Source: an optimization exercise on an open RTL-to-GDS flow (aim: small area). Production flows keep margins and buffers that such runs may drop.
Function was checked by simulation only, so behaviour that the tests miss may differ from the original.
No activity file was given, so power comes from the tool's default toggle rates.

==> exp/harbor: inputs <==
==> flow/design.v <==
`timescale 1ns/1ns
`default_nettype none
module cmd_analysis_top (
  input  logic         clk,
  input  logic         rst_n,
  input  logic         wb_cyc,
  input  logic         wb_stb,
  input  logic         wb_we,
  input  logic [127:0] wb_dat_w,
  output logic         wb_ack,
  input  logic [2:0]   fifo_addr,
  input  logic         pop,
  output logic         fifo_empty,
  output logic [127:0] cmd_out,
  output logic         controller_idle
);
  localparam int NS = 25;    
  localparam int DW = 124;   
  localparam int NF = 8;
  localparam logic [NS-1:0] INS = NS'((1 << 0) | (1 << 4) | (1 << 8) | (1 << 12) |
                                      (1 << 16) | (1 << 19) | (1 << 22));
  logic [1:0]    ph;         
  logic          pend;       
  logic [DW-1:0] cap_data;
  logic [2:0]    cap_fifo;
  logic [1:0]    cap_seq;
  logic [DW-1:0] r_data [0:NS-1];
  logic [NS-1:0] r_valid;
  logic [2:0]    r_fifo [0:NS-1];
  logic [1:0]    r_seq  [0:NS-1];
  logic [2:0]    cnt  [0:NF-1];   
  logic [NF-1:0] hh;              
  logic [1:0]    hseq [0:NF-1];   
  logic       op_erase;
  logic       known;
  logic [2:0] dec_target;
  logic [2:0] dec_other;
  logic       any_af;
  logic       accept;
  logic [DW-1:0] dec_data;
  assign op_erase   = wb_dat_w[127] & wb_dat_w[126];
  assign known      = !(wb_dat_w[127] & !wb_dat_w[126]);
  assign dec_target = op_erase ? wb_dat_w[2:0]   : wb_dat_w[66:64];
  assign dec_other  = op_erase ? wb_dat_w[66:64] : wb_dat_w[2:0];
  assign dec_data   = {wb_dat_w[127:81], wb_dat_w[79:67], dec_other, wb_dat_w[63:3]};
  always_comb
  begin
    any_af = 1'b0;
    for (int f = 0; f < NF; f++)
      any_af = any_af | (cnt[f][2] & cnt[f][1]);
  end
  assign accept = wb_cyc && wb_stb && wb_we && (ph == 2'd0) && !any_af && !wb_ack;
  logic [2:0] t_cnt;
  logic       t_hh;
  logic [1:0] t_n;
  assign t_cnt = cnt[dec_target];
  assign t_hh  = hh[dec_target];
  assign t_n   = 2'((4'(t_cnt) + 4'(t_hh) + 4'd1) >> 1);
  logic [1:0]    a_hseq;
  logic          a_hh;
  logic          a_nonempty;
  logic [NS-1:0] match;
  logic          cap_match;
  logic [DW-1:0] rd;
  logic          pop_ok;
  logic          free_any;
  assign a_hseq     = hseq[fifo_addr];
  assign a_hh       = hh[fifo_addr];
  assign a_nonempty = cnt[fifo_addr] != 3'd0;
  assign pop_ok     = pop && a_nonempty;
  assign free_any   = pop_ok && a_hh;   
  always_comb
  begin
    for (int p = 0; p < NS; p++)
      match[p] = r_valid[p] && (r_fifo[p] == fifo_addr) && (r_seq[p] == a_hseq);
    cap_match = pend && (cap_fifo == fifo_addr) && (cap_seq == a_hseq);
    rd = {DW{cap_match}} & cap_data;
    for (int p = 0; p < NS; p++)
      rd = rd | ({DW{match[p]}} & r_data[p]);
  end
  logic [1:0] o_op;
  logic       o_erase;
  logic [2:0] o_other;
  assign o_op    = rd[123:122];
  assign o_erase = o_op[1] & o_op[0];
  assign o_other = rd[63:61];
  assign cmd_out = {rd[123:77], a_hh, rd[76:64],
                    o_erase ? o_other : fifo_addr,
                    rd[60:0],
                    o_erase ? fifo_addr : o_other};
  assign fifo_empty = !a_nonempty;
  logic [NS-1:0] ins;
  logic          inserted;
  logic          free_cap;
  assign free_cap = free_any && cap_match;
  always_comb
  begin
    logic taken;
    taken = 1'b0;
    ins   = '0;
    for (int p = 0; p < NS; p++)
      if (INS[p])
      begin
        ins[p] = pend && !taken && !r_valid[(p + NS - 1) % NS];
        taken  = taken | ins[p];
      end
    inserted = taken;
  end
  always_ff @(posedge clk)
  begin
    for (int p = 0; p < NS; p++)
    begin
      if (INS[p])
      begin
        r_data[p] <= ({DW{r_valid[(p + NS - 1) % NS]}} & r_data[(p + NS - 1) % NS]) |
                     ({DW{ins[p]}} & cap_data);
        r_fifo[p] <= ({3{r_valid[(p + NS - 1) % NS]}} & r_fifo[(p + NS - 1) % NS]) |
                     ({3{ins[p]}} & cap_fifo);
        r_seq[p]  <= ({2{r_valid[(p + NS - 1) % NS]}} & r_seq[(p + NS - 1) % NS]) |
                     ({2{ins[p]}} & cap_seq);
      end
      else
      begin
        r_data[p] <= r_data[(p + NS - 1) % NS];
        r_fifo[p] <= r_fifo[(p + NS - 1) % NS];
        r_seq[p]  <= r_seq[(p + NS - 1) % NS];
      end
    end
  end
  always_ff @(posedge clk or negedge rst_n)
  begin
    if (!rst_n)
      r_valid <= '0;
    else
      for (int p = 0; p < NS; p++)
        if (ins[p])
          r_valid[p] <= !free_cap;
        else
          r_valid[p] <= r_valid[(p + NS - 1) % NS] && !(free_any && match[(p + NS - 1) % NS]);
  end
  logic cap_hold;
  assign cap_hold = pend && !inserted && !free_cap;
  always_ff @(posedge clk)
    cap_data <= ({DW{cap_hold}} & cap_data) | ({DW{accept}} & dec_data);
  always_ff @(posedge clk)
  begin
    if (accept)
    begin
      cap_fifo <= dec_target;
      cap_seq  <= hseq[dec_target] + t_n;
    end
  end
  always_ff @(posedge clk or negedge rst_n)
  begin
    if (!rst_n)
    begin
      wb_ack <= 1'b0;
      ph     <= 2'd0;
      pend   <= 1'b0;
    end
    else
    begin
      wb_ack <= accept;
      if (accept)
        ph <= known ? 2'd1 : 2'd0;
      else if (ph != 2'd0)
        ph <= ph + 2'd1;
      if (accept && known)
        pend <= 1'b1;
      else if (inserted || free_cap)
        pend <= 1'b0;
    end
  end
  always_ff @(posedge clk or negedge rst_n)
  begin
    if (!rst_n)
    begin
      for (int f = 0; f < NF; f++)
      begin
        cnt[f]  <= 3'd0;
        hseq[f] <= 2'd0;
      end
      hh <= '0;
    end
    else
    begin
      for (int f = 0; f < NF; f++)
      begin
        logic push_f;
        logic pop_f;
        push_f = ph[1] && (cap_fifo == 3'(f));
        pop_f  = pop_ok && (fifo_addr == 3'(f));
        if (push_f && !pop_f)
          cnt[f] <= cnt[f] + 3'd1;
        else if (pop_f && !push_f)
          cnt[f] <= cnt[f] - 3'd1;
        if (pop_f)
        begin
          hh[f] <= !hh[f];
          if (hh[f])
            hseq[f] <= hseq[f] + 2'd1;
        end
      end
    end
  end
  always_ff @(posedge clk or negedge rst_n)
  begin
    if (!rst_n)
      controller_idle <= 1'b0;
    else
    begin
      logic all_empty;
      all_empty = 1'b1;
      for (int f = 0; f < NF; f++)
        all_empty = all_empty & (cnt[f] == 3'd0);
      controller_idle <= all_empty;
    end
  end
endmodule
`default_nettype wire
==> flow/flow/run.sh <==
#!/bin/bash
# The standard layout, with the port buffers made from the smallest
# buffer cell instead of the one buffer_ports picks by default.
set -euo pipefail
bash standard.sh "BUFFER_PORTS_ARGS=-buffer_cell sky130_fd_sc_hd__buf_1" finish > standard.log 2>&1
==> flow/standard.sh <==
#!/bin/bash
# synth_recipe.tcl (not shown) runs the flow's synth.tcl, then flattens the netlist and writes it again
# the make line also repeats each setting of config.mk as NAME=value (left out here)
make -C /OpenROAD-flow-scripts/flow DESIGN_CONFIG=/design/flow/config.mk WORK_HOME=/design/flow/orfs CLKGATE_MAP_FILE= SYNTH_SCRIPT=/design/flow/synth_recipe.tcl "${@:-finish}"
==> flow/config.mk <==
export PLATFORM = sky130hd
export DESIGN_NAME = cmd_analysis_top
export DESIGN_NICKNAME = cmd_analysis_top
export VERILOG_FILES = /design/flow/design.v
export SDC_FILE = /design/flow/constraint.sdc
export NUM_CORES = 4
export LEC_CHECK = 0
export CAP_MARGIN = 20
export CORE_MARGIN = 2
export CORE_UTILIZATION = 70
export CTS_BUF_LIST = sky130_fd_sc_hd__clkbuf_16
export CTS_CLUSTER_DIAMETER = 80
export CTS_CLUSTER_SIZE = 30
export SLEW_MARGIN = 20
==> flow/constraint.sdc <==
create_clock -name core_clock -period 10.0 [get_ports {clk}]
set_input_delay 2.0000 -clock core_clock [delete_from_list [all_inputs] [get_ports {clk}]]
set_output_delay 2.0000 -clock core_clock [all_outputs]
set_load 0.01 [all_outputs]
==> exp/lagoon (differences from exp/harbor) <==
--- a/flow/design.v
+++ b/flow/design.v
@@ -110,14 +110,11 @@
   begin
     for (int p = 0; p < NS; p++)
     begin
-      if (INS[p])
-      begin
-        r_data[p] <= ({DW{r_valid[(p + NS - 1) % NS]}} & r_data[(p + NS - 1) % NS]) |
-                     ({DW{ins[p]}} & cap_data);
-        r_fifo[p] <= ({3{r_valid[(p + NS - 1) % NS]}} & r_fifo[(p + NS - 1) % NS]) |
-                     ({3{ins[p]}} & cap_fifo);
-        r_seq[p]  <= ({2{r_valid[(p + NS - 1) % NS]}} & r_seq[(p + NS - 1) % NS]) |
-                     ({2{ins[p]}} & cap_seq);
+      if (ins[p])
+      begin
+        r_data[p] <= cap_data;
+        r_fifo[p] <= cap_fifo;
+        r_seq[p]  <= cap_seq;
       end
       else
       begin
@@ -138,14 +135,11 @@
         else
           r_valid[p] <= r_valid[(p + NS - 1) % NS] && !(free_any && match[(p + NS - 1) % NS]);
   end
-  logic cap_hold;
-  assign cap_hold = pend && !inserted && !free_cap;
   always_ff @(posedge clk)
-    cap_data <= ({DW{cap_hold}} & cap_data) | ({DW{accept}} & dec_data);
-  always_ff @(posedge clk)
   begin
     if (accept)
     begin
+      cap_data <= dec_data;
       cap_fifo <= dec_target;
       cap_seq  <= hseq[dec_target] + t_n;
     end
==> flow/run.sh (new file) <==
#!/bin/bash
# synth_recipe.tcl (not shown) runs the flow's synth.tcl, then flattens the netlist and writes it again
# the make line also repeats each setting of config.mk as NAME=value (left out here)
make -C /OpenROAD-flow-scripts/flow DESIGN_CONFIG=/design/flow/config.mk WORK_HOME=/design/flow/orfs CLKGATE_MAP_FILE= SYNTH_SCRIPT=/design/flow/synth_recipe.tcl finish
CTS_CLUSTER_DIAMETER = 60   (was 80)
removed: flow/flow/run.sh
removed: flow/standard.sh
==> comparison table <==
| metric | exp/lagoon | exp/harbor |
|---|---|---|
| Status | no timing/DRC/antenna violations | no timing/DRC/antenna violations |
| Clock group power | 7.76 mW | 6.71 mW |
| Final std cell area, no fill | 113,000 um2 | 107,000 um2 |
| Part of the total power dissipated in sequential elements | 0.626 | 0.628 |
| Total number of vias | 66,800 | 72,200 |
| Share of synthesized area spent on multiplexers | 0.102 | 0.00462 |
| Multi-Input Combinational | 3,596 | 3,811 |
| Number of cells in the finished layout apart from fillers | 9,661 | 9,780 |
| Seq area share | 0.624 | 0.648 |
| Minimum period implied by the final worst setup slack | 9100 ps | 8900 ps |
| Total placed cells including tap cells | 9,374 | 9,596 |
| Layout Area Growth over Synthesis | 9.43% | 5.74% |
| Area of the die | 150,000 um2 | 147,000 um2 |
| Cell count after synthesis | 7,542 | 8,037 |
| Pin count of the biggest net entering global routing | 118 | 149 |

[separate check: timing with driven ports]
No port has a modelled driver above. Below, the same layouts with a new extraction and two added sets of constraints. Step 1 sets driving cells, clkbuf_16 on the clock port and buf_2 on the other inputs (assumed; they add their load-dependent delay and slew). Step 2 moves the port delays by t, midway between the first and last clock arrival at a register: inputs arrive t later, outputs are due t later. That takes back most of the time a late clock gives input paths. Slacks: ideal / step 1 / step 2; pairs: ideal / step 1.
run	t (ns)	slack for setup (ns)	worst setup path after step 2	clock arrival spread, ns	worst register clock-pin slew, ns
exp/harbor	0.915	1.099 / 1.078 / 1.078	input to output	0.036 / 0.036	0.11 / 0.11
exp/lagoon	0.896	0.897 / 0.868 / 0.868	input to output	0.040 / 0.040	0.11 / 0.11
After both steps every run listed still meets setup and hold. The setup slack of exp/lagoon, which loses most, moves by -0.029 ns with the drivers and by -0.029 ns with both steps.
